Background: an optimization exercise with open tools, aiming at small area, a short achievable clock period and few clock cycles. Do not read the settings as production practice.
No run shown here included a check of the RTL's function; only the layout flow was run.
Power is estimated from default activity; no workload was simulated.

==> flow/design.v (outline; a module is shown in full before it is edited, if it fits) <==
// module pixel_calculator: 1743 lines
// module plane_mapper: 87 lines
// module pixel_scheduler: 31 lines
// module mandelbrot_engine: 138 lines
module mandelbrot_engine (
	input logic tb_clk,
	input logic rst_n,
	input logic start,
	input logic [75:0] region,
	input logic [8-1:0] max_iter,
	output logic busy,
	output logic pixel_valid,
	output logic frame_done,
	output logic [23:0] pixel
);
  // ...
==> flow/flow/run.sh <==
#!/bin/bash
# The standard layout (standard.sh), with two changes: the port buffers
# on buf_2 instead of the default delay buffer, and Yosys's synth run with
# -noabc, so its quick ABC pass does not rewrite the adder trees before ORFS
# extracts full adders (the final ABC mapping still runs). The constraints
# and the clock period are the standard flow's.
set -euo pipefail
export BUFFER_PORTS_ARGS="-buffer_cell sky130_fd_sc_hd__buf_2"
export SYNTH_ARGS="-noabc"
bash standard.sh > standard.log 2>&1
==> flow/standard.sh <==
#!/bin/bash
# synth_recipe.tcl (not shown) runs the flow's synth.tcl, then flattens the netlist and writes it again
# the make line also repeats each setting of config.mk as NAME=value (left out here)
make -C /OpenROAD-flow-scripts/flow DESIGN_CONFIG=/design/flow/config.mk WORK_HOME=/design/flow/orfs CLKGATE_MAP_FILE= SYNTH_SCRIPT=/design/flow/synth_recipe.tcl "${@:-finish}"
==> flow/config.mk <==
export PLATFORM = sky130hd
export DESIGN_NAME = mandelbrot_engine
export DESIGN_NICKNAME = mandelbrot_engine
export VERILOG_FILES = /design/flow/design.v
export SDC_FILE = /design/flow/constraint.sdc
export NUM_CORES = 4
export LEC_CHECK = 0
export ABC_AREA = 1
export CAP_MARGIN = 20
export CORE_MARGIN = 2
export CORE_UTILIZATION = 55
export CTS_CLUSTER_DIAMETER = 100
export CTS_CLUSTER_SIZE = 24
export PLACE_DENSITY = 0.7
export SLEW_MARGIN = 70
==> flow/constraint.sdc <==
create_clock -name core_clock -period 15.0 [get_ports {tb_clk}]
set_input_delay 3.0000 -clock core_clock [delete_from_list [all_inputs] [get_ports {tb_clk}]]
set_output_delay 3.0000 -clock core_clock [all_outputs]
set_load 0.01 [all_outputs]
==> summary.txt, run 1 <==
run status complete, no violations; area used by sequential logic in the layout about 0.021 mm2; register name with the most flops region_q; non-clock inverter count in the final layout 923; internal power between 7 and 8 mW; headroom to the max-slew limit 69.0%; Crit Path Category flip-flop to flip-flop; Non-CTS buffers approximately 240; number of buffers inserted by hold repair at cts 0; total power consumption of the routed design 15.1 mW; global-route track usage on met1 36.6%; transition time at the pin with the least slew margin between 400 and 500 ps; worst hold margin 321 ps; Seq pwr share 25.4%; adder-cell share of the synthesized area about two fifths; hold_sp unit[2].pixel_calculator_i.m_x[1]; fraction of registers with async set/reset 0%; count of filler cells inserted in the layout 10300; number of buffers and inverters on the critical path 7; pre-CTS setup slack approximately 9500 ps; vias in the first global route between 40000 and 50000; detailed-routed wire length on met3 11100 um; most instantiated library cell after synthesis sky130_fd_sc_hd__nand2_1; power drawn by the clock network between 1.5 and 2 mW; total global routing track utilization a little over a quarter; dominant combinational cell family by area after synthesis adder cells; ANT nets after route 0
==> module mandelbrot_engine, before the edit <==
module mandelbrot_engine (
	input logic tb_clk,
	input logic rst_n,
	input logic start,
	input logic [75:0] region,
	input logic [8-1:0] max_iter,
	output logic busy,
	output logic pixel_valid,
	output logic frame_done,
	output logic [23:0] pixel
);
	localparam int NU = 3;
	logic [55:0] region_q;
	logic [7:0] mi_q;
	logic [7:0] mi_m1;
	logic mi_small;
	logic idle;
	logic frame_load;
	logic take;
	logic avail;
	logic avail_next;
	logic any_next;
	logic [7:0] map_x;
	logic [7:0] map_y;
	logic [12:0] map_cr;
	logic [12:0] map_ci;
	logic map_in_r;
	logic map_in_i;
	logic [NU-1:0] u_free;
	logic [NU-1:0] u_avail;
	logic [NU-1:0] u_take;
	logic [NU-1:0] u_req;
	logic [NU-1:0] u_ok;
	logic [NU-1:0] u_any;
	logic [23:0] u_data [NU];
	always_ff @(posedge tb_clk)
	begin
		if (idle)
		begin
			region_q <= {region[75:56], region[35:0]};
			mi_q <= max_iter;
		end
	end
	always_ff @(posedge tb_clk)
	begin
		mi_small <= (mi_q[7:1] == 7'd0);
		mi_m1 <= mi_q - 8'd1;
	end
	pixel_scheduler pixel_scheduler_i (
		.tb_clk(tb_clk),
		.rst_n(rst_n),
		.start(start),
		.avail_next(avail_next),
		.any_valid_next(any_next),
		.busy(busy),
		.idle(idle),
		.frame_load(frame_load),
		.frame_done(frame_done)
	);
	plane_mapper plane_mapper_i (
		.tb_clk(tb_clk),
		.rst_n(rst_n),
		.idle(idle),
		.frame_load(frame_load),
		.take(take),
		.origin_im(region[55:36]),
		.region_q(region_q),
		.x(map_x),
		.y(map_y),
		.cr(map_cr),
		.ci(map_ci),
		.in_r(map_in_r),
		.in_i(map_in_i),
		.avail(avail),
		.avail_next(avail_next)
	);
	always_comb
	begin
		for (int u = 0; u < NU; u++)
		begin
			u_avail[u] = avail;
			u_ok[u] = 1'b1;
			for (int v = 0; v < u; v++)
			begin
				if (u_free[v])
					u_avail[u] = 1'b0;
				if (u_req[v])
					u_ok[u] = 1'b0;
			end
		end
	end
	assign take = |u_take;
	assign any_next = |u_any;
	for (genvar u = 0; u < NU; u++)
	begin : unit
		pixel_calculator pixel_calculator_i (
			.tb_clk(tb_clk),
			.rst_n(rst_n),
			.mi_q(mi_q),
			.mi_small(mi_small),
			.mi_m1(mi_m1),
			.avail(u_avail[u]),
			.free(u_free[u]),
			.new_x(map_x),
			.new_y(map_y),
			.new_cr(map_cr),
			.new_ci(map_ci),
			.new_in_r(map_in_r),
			.new_in_i(map_in_i),
			.take(u_take[u]),
			.ret_req(u_req[u]),
			.ret_ok(u_ok[u]),
			.ret_data(u_data[u]),
			.any_next(u_any[u])
		);
	end
	logic [23:0] out_data;
	always_comb
	begin
		out_data = u_data[NU-1];
		for (int u = NU - 2; u >= 0; u--)
		begin
			if (u_req[u])
				out_data = u_data[u];
		end
	end
	always_ff @(posedge tb_clk)
	begin
		if (!rst_n)
			pixel_valid <= 1'b0;
		else
			pixel_valid <= |u_req;
	end
	always_ff @(posedge tb_clk)
	begin
		pixel <= out_data;
	end
endmodule
==> run 2, diff against run 1 <==
--- a/flow/design.v
+++ b/flow/design.v
@@ -73,22 +73,24 @@
 	logic pend;
 	assign ret_req = h_v && h_done;
 	assign ret_data = {h_x, h_y, (h_e && !mi_small) ? h_k : mi_q};
 	assign pend = ret_req && !ret_ok;
 	assign ins = !h_v || (h_done && ret_ok);
 	assign free = ins;
 	assign take = avail && ins;
 	assign vk = ins ? avail : 1'b1;
-	assign zr = ins ? (new_in_r ? {{2{new_cr[12]}}, new_cr} : 15'h4000) : h_zr;
-	assign zi = ins ? (new_in_i ? {{2{new_ci[12]}}, new_ci} : 15'h4000) : h_zi;
-	assign cr = ins ? new_cr : h_cr;
-	assign ci = ins ? new_ci : h_ci;
-	assign sr = ins ? SENT : h_sr;
-	assign si = ins ? SENT : h_si;
+	logic zsel;
+	assign zsel = !h_v || h_done;
+	assign zr = zsel ? (new_in_r ? {{2{new_cr[12]}}, new_cr} : 15'h4000) : h_zr;
+	assign zi = zsel ? (new_in_i ? {{2{new_ci[12]}}, new_ci} : 15'h4000) : h_zi;
+	assign cr = zsel ? new_cr : h_cr;
+	assign ci = zsel ? new_ci : h_ci;
+	assign sr = zsel ? SENT : h_sr;
+	assign si = zsel ? SENT : h_si;
 	assign xk = ins ? new_x : h_x;
 	assign yk = ins ? new_y : h_y;
 	logic [7:0] kc;
 	assign kc = pend ? h_k : h_k + 8'd1;
 	assign kk = ins ? 8'd1 : kc;
 	assign zr13 = zr[12:0];
 	assign zi13 = zi[12:0];
 	logic signed [14:0] zrs;
@@ -1888,17 +1890,17 @@
 	input logic start,
 	input logic [75:0] region,
 	input logic [8-1:0] max_iter,
 	output logic busy,
 	output logic pixel_valid,
 	output logic frame_done,
 	output logic [23:0] pixel
 );
-	localparam int NU = 3;
+	localparam int NU = 2;
 	logic [55:0] region_q;
 	logic [7:0] mi_q;
 	logic [7:0] mi_m1;
 	logic mi_small;
 	logic idle;
 	logic frame_load;
 	logic take;
 	logic avail;
==> summary.txt, run 2 <==
kind of start point of the critical path flip-flop (unchanged); Die Outline Area 0.0884 mm2 (was 0.124 mm2); area used by sequential logic in the layout 0.0153 mm2 (was 0.0208 mm2); delay contributed by the slowest stage of the critical path 520 ps (was 530 ps); post-detailed-route via-to-cell ratio 5.31 (was 5.38); overall die height 297 um (was 352 um); DR pass1 iterations 5 (was 7); Synth area leader sky130_fd_sc_hd__fa_1 (unchanged); post-detailed-route DRC marker count 0 (unchanged); dominant synthesized flop cell sky130_fd_sc_hd__dfxtp_1 (unchanged); post-DP HPWL 89600 um (was 131000 um); largest buffer count on any clock path 3 (unchanged); pin count of the biggest net entering global routing 60 (was 58); First DRT Iteration DRCs 2456 (was 3561); count of distinct cell types in the synthesized netlist 60 (was 52); multi-input gate area in the final layout 0.0293 mm2 (was 0.0420 mm2); Netlist Area Pre-Place 0.0473 mm2 (was 0.0668 mm2); Max-cap violations 0 (unchanged); first-pass GRT wire length 184000 um (was 265000 um); most instantiated library cell after synthesis sky130_fd_sc_hd__nand2_1 (unchanged); clk sink count 712 (was 988); clock latency reported for the late side of the worst-skew pair 610 ps (was 730 ps); total negative slack 0 ps (unchanged); vias in the first global route 34000 (was 48500); static leakage 24.6 nW (was 35.0 nW); Routed WL 113000 um (was 166000 um); number of nets in the final layout 6107 (was 8666); proportion of layout cells with a drive suffix above 1 8.99% (was 7.21%); number of buffers and inverters on the critical path 4 (was 7); standard cell with the maximum stage delay on the critical path sky130_fd_sc_hd__fa_1 (unchanged); count of filler cells inserted in the layout 7252 (was 10300); final standard cell count with taps included and fillers excluded 6171 (was 8712); number of enable-type register cells in the synthesized netlist 106 (unchanged); top cell type's share of synthesized area 26.6% (was 28.3%); min-delay worst type flip-flop to flip-flop (unchanged); CTS root buffer sky130_fd_sc_hd__clkbuf_16 (unchanged); Horiz. Die Dim 297 um (was 352 um); portion of the clock cycle consumed by the worst path in the final layout 33.0% (was 36.0%); Cells after DPL 6104 (was 8633); headroom to the max-slew limit 70.6% (was 69.0%); run status complete, no violations (unchanged); post-CTS clock slew at the launch and capture registers of the worst setup and hold paths 100 ps (was 110 ps); critical path arrival 5420 ps (was 6020 ps); sequential area share after synthesis 32.4% (was 31.2%); number of buffers inserted by hold repair at cts 0 (unchanged); count of state elements after synthesis 712 (was 988); RSZ-0062 raised after global routing no (unchanged); cell family with the largest share of critical-path delay adder cells (unchanged); ANT nets after route 0 (unchanged); dominant cells by area after synthesis sky130_fd_sc_hd__fa_1, sky130_fd_sc_hd__dfxtp_1, sky130_fd_sc_hd__ha_1 (unchanged); transition time at the pin with the least slew margin 437 ps (was 464 ps); number of failing hold endpoints at the final stage 0 (unchanged); Routed WL per cell 18.3 um (was 19.0 um); number of buffers added by the clock tree synthesis step 38 (was 50); most common cell after layout, fill and taps aside sky130_fd_sc_hd__nand2_1 (unchanged); cell count after synthesis 4951 (was 7033); fraction of registers with async set/reset 0% (unchanged); top cells by instance count after synthesis sky130_fd_sc_hd__nand2_1, sky130_fd_sc_hd__nor2_1, sky130_fd_sc_hd__fa_1, sky130_fd_sc_hd__inv_1, sky130_fd_sc_hd__dfxtp_1 (unchanged); CP max FO 59 (was 43); post-cts resize count 0 (unchanged); Inserted Diodes 0 (was 2); commonest cells after routing, fill and taps aside sky130_fd_sc_hd__nand2_1, sky130_fd_sc_hd__nor2_1, sky130_fd_sc_hd__fa_1 (unchanged); P&R area growth vs syn 7.17% (was 7.02%); Power Dens Cells 211 mW/mm2 (about the same); number of levels the H-tree was split into 2 (unchanged); max FFs per register 56 (unchanged); final RePlAce weighted congestion 0.908 (was 0.939); Critical Path Most Common Cell sky130_fd_sc_hd__fa_1 (unchanged); Peak supply drop 0.000211 V (was 0.000255 V); register name with the most flops region_q (unchanged); worst path cell trace inv_2 -> nand2_8 -> buf_8 -> nand2_1 -> o21ai_2 -> buf_4 -> inv_1 -> or2_2 -> fa_1 -> fa_1 -> fa_1 -> fa_1 -> fa_1 (was nand2_2 -> buf_6 -> nand2_4 -> inv_2 -> nand2_2 -> nand2_8 -> buf_12 -> buf_8 -> buf_12 -> nand2_1 -> o21ai_4 -> buf_4 -> buf_4 -> nor2_1 -> fa_1 -> fa_1 -> fa_1 -> fa_1 -> fa_1); Mapped Avg Cell Area 9.56 um2 (was 9.49 um2); nets in the synthesized netlist 6055 (was 8625); Fin Clk Skew 31.8 ps (was 72.8 ps); post-CTS setup buffer count 0 (unchanged); pre-CTS setup slack 10130 ps (was 9480 ps); total global routing track utilization 26.2% (was 27.1%); detailed-route via count 32800 (was 46900); number of max-slew violations in the final report 0 (unchanged); antenna violations before repair 1 (was 7); time the worst path needs with I/O delays and setup 4940 ps (was 5410 ps); Core Footprint 0.0853 mm2 (was 0.120 mm2); initial core utilization 55.5% (was 55.6%); Crit Path Category flip-flop to flip-flop (unchanged); clock tree from TritonCTS yes (unchanged); IO buf count 113 (unchanged); count of warnings emitted by yosys 5 (unchanged); Setup WS post-layout 10060 ps (was 9590 ps); Ports 114 (unchanged); Critical Path Sink Type flip-flop (unchanged); number of standard-cell rows in the floorplan 107 (was 127); GR Overflow Total 0 (unchanged); Crit path required time 15480 ps (was 15610 ps); FMAX 0.202 GHz (was 0.185 GHz); final-report setup violation count 0 (unchanged)
-- run 2: through the flow --
stage          power, mW  cell area (um2)  hold slack [ps]  utilization, %
2_1_floorplan       7.64            47300              310               -
3_3_place_gp        9.23            48900              310            57.3
3_5_place_dp        9.51            49400              312            58.0
4_1_cts             10.7            50600              324            59.4
5_1_grt             11.9            50700              331            59.5
6_report            10.7            50700              330            59.5
-- run 2: kinds of logic after synthesis --
family / after synthesis / share of synthesized area [%]
XOR/XNOR: 132 / 2.44
buffers and inverters: 794 / 6.56
AND/OR/NAND/NOR: 1806 / 15.6
AO/OA/AOI/OAI: 490 / 6.13
adder cells (fa/ha/maj): 1017 / 36.9
flip-flops: 712 / 32.4
-- run 2: worst paths after layout --
check / startpoint / end / slack (ps) / cells after the start
max: unit[1].pixel_calculator_i.h_done / unit[1].pixel_calculator_i.m_bp[5] / 10060 / 13
min reg2reg: unit[1].pixel_calculator_i.m_si[4] / unit[1].pixel_calculator_i.h_si[4] / 330 / 0
max reg2reg: unit[1].pixel_calculator_i.h_done / unit[1].pixel_calculator_i.m_bp[5] / 10060 / 13
min: unit[1].pixel_calculator_i.m_si[4] / unit[1].pixel_calculator_i.h_si[4] / 330 / 0
-- run 2: final cells by class --
cell class / instances / share of cell area (%)
clock inverter: 12 / 0.355
clock buffer: 52 / 2.00
tap: 1144 / 2.82
sequential: 712 / 30.2
multi-input combinational: 3445 / 57.8
inverter: 627 / 4.65
timing repair buffer: 179 / 2.22
-- run 2: routing by layer --
metal / vias to the layer above / routed length, um / part of all wire (%) / GRT usage, %
li1: 15600 / - / - / -
met1: 16000 / 48700 / 43 / 36.4
met2: 1011 / 53900 / 48 / 43.6
met3: 177 / 7110 / 6.3 / 3.09
met4: 0 / 3390 / 3.0 / 7.50
met5: - / 0 / 0 / 0
-- run 2: power by group --
| part | switching [mW] | total, mW | internal, mW |
|---|---|---|---|
| clock | 0.661 | 1.19 | 0.528 |
| sequential | 0.330 | 2.78 | 2.45 |
| combinational | 4.01 | 6.75 | 2.74 |
| total | 5.00 | 10.7 | 5.72 |

## separate check: timing with driven ports
Ports are ideal in the flow. The routed layouts listed here were re-timed in OpenROAD. Step 1: set_driving_cell puts a clkbuf_16 on tb_clk and a buf_2 on each other input, an assumption about the parent block. Step 2, shift: input delay + t, output delay - t, t = (earliest + latest rising clock arrival at the registers) / 2. This alone moves slack from input paths to output paths. Slacks: ideal / step 1 / step 2; pairs: ideal / step 1.
run | t (ns) | slack for setup (ns) | worst register clock-pin slew, ns
run 1 | 0.770 | 9.593 / 9.593 / 9.593 | 0.11 / 0.11
run 2 | 0.667 | 10.056 / 10.056 / 10.056 | 0.11 / 0.11
After both steps setup and hold are still met in every run listed.
